What follows belongs to an exercise in optimizing a design on an open flow for a short achievable clock period and few clock cycles per item; a production flow would make more cautious choices. The RTL was checked by simulation tests, not by an equivalence proof against the original design.

==> module cmd_fifo, before the edit <==
module cmd_fifo
(
  input  logic     CLK0,
  input  logic     RST0,
  input  logic     req_valid,
  input  dma_pkg::dma_cmd_t req_cmd,
  output logic     req_ready,
  input  logic     deq,         
  output dma_pkg::qcmd_t dout,
  output logic     empty,
  output logic     busy         
);
  localparam int D = dma_pkg::CMD_SLOTS;
  logic              in_v;
  logic              in_ok;      
  dma_pkg::dma_cmd_t in_cmd;
  dma_pkg::blen_t    in_rem;
  dma_pkg::blen_t    in_cap;
  logic              in_big;
  logic              in_fits;
  logic              q_v;
  logic              q_ok;       
  dma_pkg::qcmd_t    in_q;
  dma_pkg::qcmd_t    head;
  dma_pkg::blen_t    rem;
  dma_pkg::blen_t    cap;
  logic              big;
  logic [D-1:0]      fill;
  logic [D-1:0]      fill_nx;
  logic              none;
  logic              push;
  logic              pop;
  assign rem  = dma_pkg::blen_t'({1'b0, ~req_cmd.ext_addr[9:2]}) + 1'b1;
  assign cap  = (req_cmd.ext_addr[11:10] == 2'b11) ? rem : dma_pkg::blen_t'(256);
  assign big  = (req_cmd.word_size[dma_pkg::W_EXT_A:dma_pkg::W_BLEN] != '0);
  assign in_fits = !in_big && (in_cmd.word_size[dma_pkg::W_BLEN-1:0] <= in_cap);
  always_ff @(posedge CLK0) begin
    if (RST0) begin
      in_v  <= 1'b0;
      in_ok <= 1'b0;
      q_v   <= 1'b0;
      q_ok  <= 1'b0;
    end else begin
      in_v  <= req_valid;
      in_ok <= req_valid && (req_cmd.word_size != '0) &&
               (req_cmd.read_enable || req_cmd.write_enable);
      q_v   <= in_v;
      q_ok  <= in_ok;
    end
    in_cmd <= req_cmd;
    in_rem <= rem;
    in_cap <= cap;
    in_big <= big;
    in_q   <= {in_cmd.ext_addr[dma_pkg::W_EXT_A-1:dma_pkg::ADDR_OFFSET],
               in_cmd.write_enable,
               in_cmd.word_size,
               in_big,
               in_rem,
               in_cap,
               in_fits,
               in_fits ? in_cmd.word_size[dma_pkg::W_BLEN-1:0] : in_cap};
  end
  assign pop  = deq && !none;
  assign push = q_ok && !(deq && none);
  sr_fifo #(.W(dma_pkg::W_QCMD), .D(D)) u_q (
    .CLK0    (CLK0),
    .RST0    (RST0),
    .push    (push),
    .din     (in_q),
    .pop     (pop),
    .head    (head),
    .head_nx (),
    .fill    (fill),
    .fill_nx (fill_nx),
    .none    (none)
  );
  assign dout  = none ? in_q : head;
  assign empty = none && !q_ok;
  always_ff @(posedge CLK0) begin
    if (RST0) req_ready <= 1'b0;
    else      req_ready <= !fill_nx[D-4];
  end
  assign busy = in_v || q_v || !none;
endmodule
==> module stream_mover, before the edit <==
module stream_mover
(
  input  logic       CLK0,
  input  logic       RST0,
  input  dma_pkg::blen_t credit_rd,
  input  dma_pkg::blen_t credit_wr,
  input  dma_pkg::owed_t credit_rd_m1,
  input  dma_pkg::owed_t credit_wr_m1,
  output logic       hold,
  output logic       busy,
  input  dma_pkg::data_t      ext_read_data,
  input  logic       ext_read_empty,
  output logic       ext_read_deq,
  output dma_pkg::data_t      ext_write_data,
  output logic       ext_write_enq,
  input  logic       ext_write_almost_full,
  input  dma_pkg::data_t      core_read_data,
  input  logic       core_read_empty,
  output logic       core_read_enable,
  output dma_pkg::data_t      core_write_data,
  output logic       core_write_enable,
  input  logic       core_write_almost_full
);
  localparam int DR = dma_pkg::RD_BUF;
  localparam int DW = dma_pkg::WR_BUF;
  logic          rd_nz;
  logic          rd_nz_nx;
  logic          rd_high;
  logic          rd_okn;     
  logic          rd_none;
  logic [DR-1:0] rd_fill;
  logic [DR-1:0] rd_fill_nx;
  logic          rd_deq;     
  logic          rd_cwe;
  fc_nor u_deq_gate  (.a(rd_okn),  .b(ext_read_empty),         .y(ext_read_deq));
  fc_nor u_deq_gate2 (.a(rd_okn),  .b(ext_read_empty),         .y(rd_deq));
  fc_nor u_cwe_gate  (.a(rd_none), .b(core_write_almost_full), .y(core_write_enable));
  fc_nor u_cwe_gate2 (.a(rd_none), .b(core_write_almost_full), .y(rd_cwe));
  owed_count u_rd_owed (
    .CLK0   (CLK0),
    .RST0   (RST0),
    .credit (credit_rd),
    .credit_m1 (credit_rd_m1),
    .move   (rd_deq),
    .nz     (rd_nz),
    .nz_nx  (rd_nz_nx),
    .high   (rd_high)
  );
  sr_fifo #(.W(dma_pkg::W_D), .D(DR), .OUTREG(1'b1)) u_rd_buf (
    .CLK0    (CLK0),
    .RST0    (RST0),
    .push    (rd_deq),
    .din     (ext_read_data),
    .pop     (rd_cwe),
    .head    (core_write_data),
    .head_nx (),
    .fill    (rd_fill),
    .fill_nx (rd_fill_nx),
    .none    (rd_none)
  );
  logic          wr_nz;
  logic          wr_nz_nx;
  logic          wr_high;
  logic          wr_okn;
  logic          wr_none;
  logic          wr_pend;    
  logic [DW-1:0] wr_fill;
  logic [DW-1:0] wr_fill_nx;
  logic          wr_cre;
  logic          wr_enq;
  fc_nor u_cre_gate  (.a(wr_okn), .b(core_read_empty), .y(core_read_enable));
  fc_nor u_cre_gate2 (.a(wr_okn), .b(core_read_empty), .y(wr_cre));
  assign ext_write_enq = wr_enq;
  owed_count u_wr_owed (
    .CLK0   (CLK0),
    .RST0   (RST0),
    .credit (credit_wr),
    .credit_m1 (credit_wr_m1),
    .move   (wr_cre),
    .nz     (wr_nz),
    .nz_nx  (wr_nz_nx),
    .high   (wr_high)
  );
  sr_fifo #(.W(dma_pkg::W_D), .D(DW), .OUTREG(1'b1)) u_wr_buf (
    .CLK0    (CLK0),
    .RST0    (RST0),
    .push    (wr_pend),
    .din     (core_read_data),
    .pop     (wr_enq),
    .head    (ext_write_data),
    .head_nx (),
    .fill    (wr_fill),
    .fill_nx (wr_fill_nx),
    .none    (wr_none)
  );
  logic rd_room;
  logic wr_room;
  assign rd_room = !rd_fill_nx[DR-1];
  assign wr_room = wr_cre ? !wr_fill_nx[DW-2] : !wr_fill_nx[DW-1];
  always_ff @(posedge CLK0) begin
    if (RST0) begin
      rd_okn  <= 1'b1;
      wr_okn  <= 1'b1;
      wr_pend <= 1'b0;
      wr_enq  <= 1'b0;
    end else begin
      rd_okn  <= !(rd_room && rd_nz_nx);
      wr_okn  <= !(wr_room && wr_nz_nx);
      wr_pend <= wr_cre;
      wr_enq  <= wr_fill_nx[0] && !ext_write_almost_full;
    end
  end
  always_ff @(posedge CLK0) begin
    if (RST0) hold <= 1'b0;
    else      hold <= rd_high || wr_high;
  end
  assign busy = rd_nz || wr_nz || wr_pend || rd_fill[0] || wr_fill[0];
endmodule
make LEC_CHECK=0 ABC_CLOCK_PERIOD_IN_PS=1500 CAP_MARGIN=20 CORE_MARGIN=2 CORE_UTILIZATION=50 SETUP_SLACK_MARGIN=3.3 SLEW_MARGIN=20 SYNTH_HIERARCHICAL=1 SYNTH_MINIMUM_KEEP_SIZE=0 finish   # period 5.5 ns
run.sh (not shown) runs the stock make flow with config.mk's settings and CLKGATE_MAP_FILE= SYNTH_SCRIPT=/design/flow/synth_recipe.tcl, a recipe that flattens the netlist after the stock synthesis.
Testbench counts at the start, summed over its fixed seeds: cycles 17,352, words 25,338.
Next try:
--- a/flow/design.v
+++ b/flow/design.v
@@ -1,13 +1,13 @@
 package dma_pkg;
   localparam int W_D           = 32;
   localparam int W_EXT_A       = 32;   
   localparam int ADDR_OFFSET   = 2;    
   localparam int W_WA          = W_EXT_A - ADDR_OFFSET;   
   localparam int W_BLEN        = 9;    
-  localparam int CMD_SLOTS    = 6;
+  localparam int CMD_SLOTS    = 4;
   localparam int W_OWED       = 14;
   localparam int W_QCMD       = W_WA + 1 + W_EXT_A + 1 + 1 + 1 + 3 * W_BLEN;   
   localparam int RD_BUF       = 12;     
   localparam int WR_BUF       = 16;     
   typedef logic [W_D-1:0]      data_t;
   typedef logic [W_EXT_A-1:0]  ext_addr_t;
@@ -50,61 +50,47 @@
   output logic     empty,
   output logic     busy         
 );
   localparam int D = dma_pkg::CMD_SLOTS;
   logic              in_v;
   logic              in_ok;      
-  dma_pkg::dma_cmd_t in_cmd;
-  dma_pkg::blen_t    in_rem;
-  dma_pkg::blen_t    in_cap;
-  logic              in_big;
-  logic              in_fits;
-  logic              q_v;
-  logic              q_ok;       
   dma_pkg::qcmd_t    in_q;
   dma_pkg::qcmd_t    head;
   dma_pkg::blen_t    rem;
   dma_pkg::blen_t    cap;
   logic              big;
+  logic              fits;
   logic [D-1:0]      fill;
   logic [D-1:0]      fill_nx;
   logic              none;
   logic              push;
   logic              pop;
   assign rem  = dma_pkg::blen_t'({1'b0, ~req_cmd.ext_addr[9:2]}) + 1'b1;
   assign cap  = (req_cmd.ext_addr[11:10] == 2'b11) ? rem : dma_pkg::blen_t'(256);
   assign big  = (req_cmd.word_size[dma_pkg::W_EXT_A:dma_pkg::W_BLEN] != '0);
-  assign in_fits = !in_big && (in_cmd.word_size[dma_pkg::W_BLEN-1:0] <= in_cap);
+  assign fits = !big && (req_cmd.word_size[dma_pkg::W_BLEN-1:0] <= cap);
   always_ff @(posedge CLK0) begin
     if (RST0) begin
       in_v  <= 1'b0;
       in_ok <= 1'b0;
-      q_v   <= 1'b0;
-      q_ok  <= 1'b0;
     end else begin
       in_v  <= req_valid;
       in_ok <= req_valid && (req_cmd.word_size != '0) &&
                (req_cmd.read_enable || req_cmd.write_enable);
-      q_v   <= in_v;
-      q_ok  <= in_ok;
     end
-    in_cmd <= req_cmd;
-    in_rem <= rem;
-    in_cap <= cap;
-    in_big <= big;
-    in_q   <= {in_cmd.ext_addr[dma_pkg::W_EXT_A-1:dma_pkg::ADDR_OFFSET],
-               in_cmd.write_enable,
-               in_cmd.word_size,
-               in_big,
-               in_rem,
-               in_cap,
-               in_fits,
-               in_fits ? in_cmd.word_size[dma_pkg::W_BLEN-1:0] : in_cap};
+    in_q <= {req_cmd.ext_addr[dma_pkg::W_EXT_A-1:dma_pkg::ADDR_OFFSET],
+             req_cmd.write_enable,
+             req_cmd.word_size,
+             big,
+             rem,
+             cap,
+             fits,
+             fits ? req_cmd.word_size[dma_pkg::W_BLEN-1:0] : cap};
   end
   assign pop  = deq && !none;
-  assign push = q_ok && !(deq && none);
+  assign push = in_ok && !(deq && none);
   sr_fifo #(.W(dma_pkg::W_QCMD), .D(D)) u_q (
     .CLK0    (CLK0),
     .RST0    (RST0),
     .push    (push),
     .din     (in_q),
     .pop     (pop),
@@ -112,18 +98,18 @@
     .head_nx (),
     .fill    (fill),
     .fill_nx (fill_nx),
     .none    (none)
   );
   assign dout  = none ? in_q : head;
-  assign empty = none && !q_ok;
+  assign empty = none && !in_ok;
   always_ff @(posedge CLK0) begin
     if (RST0) req_ready <= 1'b0;
-    else      req_ready <= !fill_nx[D-4];
+    else      req_ready <= !fill_nx[D-3];
   end
-  assign busy = in_v || q_v || !none;
+  assign busy = in_v || !none;
 endmodule
 module burst_planner
 (
   input  logic            CLK0,
   input  logic            RST0,
   input  dma_pkg::qcmd_t  cmd,
@@ -433,16 +419,13 @@
       rd_okn  <= !(rd_room && rd_nz_nx);
       wr_okn  <= !(wr_room && wr_nz_nx);
       wr_pend <= wr_cre;
       wr_enq  <= wr_fill_nx[0] && !ext_write_almost_full;
     end
   end
-  always_ff @(posedge CLK0) begin
-    if (RST0) hold <= 1'b0;
-    else      hold <= rd_high || wr_high;
-  end
+  assign hold = rd_high || wr_high;
   assign busy = rd_nz || wr_nz || wr_pend || rd_fill[0] || wr_fill[0];
 endmodule
 module dma_ctrl
 (
   input  logic            CLK0,
   input  logic            RST0,
Outcome: Final area decreases by 7.2%; fmax is lower by 18%; via count shrinks by 7.9%; utilization went up by 2.8 points; routed wire length decreases by 5.2%.
Testbench counts after the change, summed over its fixed seeds: cycles 17,344, words 25,338.

## afterwards: timing with drivers on the ports
How much do the figures lean on ideal ports? The routed layouts below were timed once more, with nothing changed but the port constraints.
Step 1 (the two cells are an assumption about what drives the block):
set clk [get_ports {CLK0}]
set_driving_cell -lib_cell sky130_fd_sc_hd__clkbuf_16 $clk
set_driving_cell -lib_cell sky130_fd_sc_hd__buf_2 [delete_from_list [all_inputs] $clk]
Step 2 also shifts input and output timing later by t, the mid clock arrival at the registers, as if the neighbouring blocks saw the same clock.
Slacks: ideal / step 1 / step 2; pairs: ideal / step 1.
run | shift t [ns] | setup WS [ns] | slew at the worst register clock pin (ns) | pins driven straight from the clock port
the first run | 0.909 | 2.962 / 2.927 / 2.387 | 0.06 / 0.06 | 1
the second run | 0.887 | 2.403 / 2.433 / 1.547 | 0.07 / 0.07 | 1
After both steps every run listed still meets setup and hold. The setup slack of the second run, which loses most, moves by +0.030 ns with the drivers and by -0.856 ns with both steps.
